This is an optimization exercise on Yosys and OpenROAD, whose aim is small area, not a production implementation.
The RTL was checked by simulation tests, not by an equivalence proof against the original design.
Power figures rest on the tool's default switching activity, not on a simulated workload.

== run 1 ==
==> flow/design.v (excerpt) <==
module user_stream_adder_c0
#(
  parameter int          AXI_DATA_BITS  = 512,
  parameter int          AXIL_DATA_BITS = 64,
  parameter int          AXI_ADDR_BITS  = 64,
  parameter int          PID_BITS       = 6,
  parameter logic [63:0] ID_VALUE       = ID_VALUE_DEF
) (
  input  logic                          aclk,
  input  logic                          areset,
  input  logic [AXI_ADDR_BITS-1:0]      axi_ctrl_awaddr,
  input  logic                          axi_ctrl_awvalid,
  output logic                          axi_ctrl_awready,
  input  logic [AXIL_DATA_BITS-1:0]     axi_ctrl_wdata,
  input  logic [AXIL_DATA_BITS/8-1:0]   axi_ctrl_wstrb,
  input  logic                          axi_ctrl_wvalid,
  output logic                          axi_ctrl_wready,
  output logic [1:0]                    axi_ctrl_bresp,
  output logic                          axi_ctrl_bvalid,
  input  logic                          axi_ctrl_bready,
  input  logic [AXI_ADDR_BITS-1:0]      axi_ctrl_araddr,
  input  logic                          axi_ctrl_arvalid,
  output logic                          axi_ctrl_arready,
  output logic [AXIL_DATA_BITS-1:0]     axi_ctrl_rdata,
  output logic [1:0]                    axi_ctrl_rresp,
  output logic                          axi_ctrl_rvalid,
  input  logic                          axi_ctrl_rready,
  input  logic [AXI_DATA_BITS-1:0]      s_axis_host_sink_tdata,
  input  logic [AXI_DATA_BITS/8-1:0]    s_axis_host_sink_tkeep,
  input  logic [PID_BITS-1:0]           s_axis_host_sink_tid,
  input  logic                          s_axis_host_sink_tlast,
  input  logic                          s_axis_host_sink_tvalid,
  output logic                          s_axis_host_sink_tready,
  output logic [AXI_DATA_BITS-1:0]      m_axis_host_src_tdata,
  output logic [AXI_DATA_BITS/8-1:0]    m_axis_host_src_tkeep,
  output logic [PID_BITS-1:0]           m_axis_host_src_tid,
  output logic                          m_axis_host_src_tlast,
  output logic                          m_axis_host_src_tvalid,
  input  logic                          m_axis_host_src_tready
);
clock: 5.0 ns
lec_check: 0
cap_margin: 5
core_area: 2 2 198 798
cts_buf_list: sky130_fd_sc_hd__clkbuf_8
die_area: 0 0 200 800
slew_margin: 5
standard.sh (not shown) runs the stock make flow with config.mk's settings and CLKGATE_MAP_FILE= SYNTH_SCRIPT=/design/flow/synth_recipe.tcl, a recipe that flattens the netlist after the stock synthesis.
==> flow/flow/run.sh <==
#!/bin/bash
# Standard ORFS layout (the standard.sh) with two changes to how it is
# built: port buffers use the smallest buffer cell instead of the default
# delay-buffer choice, and clock tree synthesis clusters more flip-flops per
# leaf buffer and inserts no dummy balancing loads.
set -euo pipefail
export BUFFER_PORTS_ARGS="-buffer_cell sky130_fd_sc_hd__buf_1"
export CTS_ARGS="-sink_clustering_enable -repair_clock_nets -buf_list sky130_fd_sc_hd__clkbuf_8 -dont_use_dummy_load -sink_clustering_size 13 -sink_clustering_max_diameter 50"
bash standard.sh synth > synth.log 2>&1
bash standard.sh finish > finish.log 2>&1
Input changes introduced in run 2 (baseline for comparison: run 1):
Settings: SLEW_MARGIN now 20, was 5; CORE_AREA now 2 2 118 878, was 2 2 198 798; CAP_MARGIN now 20, was 5; DIE_AREA now 0 0 120 880, was 0 0 200 800.
==> comparison <==
Compared with run 1, in run 2 worst hold slack +44 ps, sum of buffers and inverters on the critical path now smaller, multi-input gate share of the layout cell area now larger.
On clock power, the higher figure sits with run 1, not run 2.
Edits applied to the flow inputs when going from run 2 to run 3:
Settings: an added GPL_TIMING_DRIVEN of 0; a change of CTS_BUF_LIST from sky130_fd_sc_hd__clkbuf_8 to sky130_fd_sc_hd__clkbuf_16.
diff --git a/flow/flow/run.sh b/flow/flow/run.sh
--- a/flow/flow/run.sh
+++ b/flow/flow/run.sh
@@ -8 +8 @@
-export CTS_ARGS="-sink_clustering_enable -repair_clock_nets -buf_list sky130_fd_sc_hd__clkbuf_8 -dont_use_dummy_load -sink_clustering_size 13 -sink_clustering_max_diameter 50"
+export CTS_ARGS="-sink_clustering_enable -repair_clock_nets -buf_list sky130_fd_sc_hd__clkbuf_16 -dont_use_dummy_load -sink_clustering_size 26 -sink_clustering_max_diameter 45"
### Flow results
Relative to run 2, post-layout worst setup margin has decreased by 410 ps in run 3.
Sort run 2 and run 3 by leakage power of the design, ascending, and run 2 comes first.
Sequential share of layout area was lower in the run labelled run 3.
Going from run 2 to run 3, cell count of the worst reg-to-reg path grows by 3.
In run 3 the largest fanout on the critical path turned out 10 lower than in run 2.
Compared with run 2, run 3 ends up with more cell area.
As of run 3, wire length had risen by more than 10% compared to run 2.
Taking run 2 as 1.0, run 3 lands at 0.917 on highest clock rate.
Run 3 ended up with sky130_fd_sc_hd__o21ai_0 as its cell type of the slowest stage on the worst timing path; run 2 ended up with sky130_fd_sc_hd__dfrtp_2.
Status: clock-pin slew of the registers on the worst-case setup and hold paths parity (run 3, run 2)
Of run 2 and run 3, the lower wire length of the first global-routing pass belongs to run 2.
## Diff of input files: run 4 against run 3
Settings: DIE_AREA: 0 0 120 880 -> 0 0 110 890; GPL_TIMING_DRIVEN: 0 -> unset; CORE_AREA: 2 2 118 878 -> 2 2 108 888.
Notes after the runs:
Re global placement routability congestion: run 3 and run 4 aren't equal, and the lower value belongs to run 3. Routed wire length is higher on run 3. Run 4 and run 3 ended up with roughly the same relative area of clock buffers and inverters in the final design. Between run 3 and run 4, post-CTS setup repair buffer count is higher for run 3, run 4 comes in under that.
The following lists how run 5 was set up differently from run 4:
Settings: DIE_AREA: 0 0 110 890 -> 0 0 120 880; CORE_AREA: 2 2 108 888 -> 2 2 118 878.
- Run 4 → run 5: pre-CTS worst setup slack picked up an extra 810 ps; non-clock buffer count lost about 0.6%; sequential share of layout area neither gained nor lost much; number of global-route vias before repair lost 1304.
- Of the two values seen for critical path capture point, u_skid.main_reg[227] was produced by run 5 and u_skid.main_reg[326] by run 4.
- The clock network area share of run 5 and that of run 4 are within noise of each other.
- Final area: run 5 vs run 4 — no meaningful difference
- Post-layout minimum cycle time improves in run 5 relative to run 4.
- From run 4 to run 5 the numbers moved as follows: combinational power did not really move, overall routed net length went down.
Changes in run 6 relative to run 5:
Settings: CTS_BUF_LIST now sky130_fd_sc_hd__clkbuf_8, was sky130_fd_sc_hd__clkbuf_16; CORE_AREA now 2 2 148 848, was 2 2 118 878; DIE_AREA now 0 0 150 850, was 0 0 120 880.
diff --git a/flow/flow/run.sh b/flow/flow/run.sh
--- a/flow/flow/run.sh
+++ b/flow/flow/run.sh
@@ -8 +8 @@
-export CTS_ARGS="-sink_clustering_enable -repair_clock_nets -buf_list sky130_fd_sc_hd__clkbuf_16 -dont_use_dummy_load -sink_clustering_size 26 -sink_clustering_max_diameter 45"
+export CTS_ARGS="-sink_clustering_enable -repair_clock_nets -buf_list sky130_fd_sc_hd__clkbuf_8 -dont_use_dummy_load -sink_clustering_size 13 -sink_clustering_max_diameter 50"
==> summary.txt <==
On non-clock buffer count in the final layout, run 5 tracks run 6 almost exactly.
Note that the full die area recorded for run 5 amounts to 0.828 times the value seen in run 6.
For maximum clock frequency, run 6 and run 5 come out practically identical.
Side by side, total detailed-routing wirelength turned out higher in run 6 than in run 5.
Run 5 ended up with u_skid.main_reg[227] as its worst setup path endpoint; run 6 ended up with u_skid.main_reg[230].
Summary — core footprint, run 6 relative to run 5: higher, by about 22%.

[re-timing with driven ports]
The results above use ideal ports. As a check the final layouts listed here were re-extracted and re-timed, cells and wires unchanged.
Step 1 (the two cells are an assumption about what drives the block):
set clk [get_ports {aclk}]
set_driving_cell -lib_cell sky130_fd_sc_hd__clkbuf_16 $clk
set_driving_cell -lib_cell sky130_fd_sc_hd__buf_2 [delete_from_list [all_inputs] $clk]
Step 2, shift: input delay + t, output delay - t, t = (earliest + latest rising clock arrival at the registers) / 2. This alone moves slack from input paths to output paths.
a / b / c = ideal ports / drivers / drivers and shift; a / b = the first two.
run	shift t [ns]	slack for setup (ns)	worst setup path after step 2	latest minus earliest clock arrival (ns)	pins driven straight from the clock port
run 1	0.969	0.213 / 0.213 / 0.077	input to register	0.099 / 0.098	1
run 2	0.941	0.425 / 0.425 / 0.425	register to register	0.072 / 0.071	1
run 3	0.831	0.011 / 0.011 / 0.011	register to register	0.047 / 0.047	1
run 4	0.816	0.034 / 0.034 / 0.034	register to register	0.044 / 0.045	1
run 5	0.818	0.488 / 0.488 / 0.488	register to register	0.053 / 0.052	1
run 6	0.914	0.480 / 0.480 / 0.480	register to register	0.076 / 0.076	1
After both steps setup and hold are still met in every run listed. The setup slack of run 1, which loses most, moves by 0.000 ns with the drivers and by -0.136 ns with both steps.
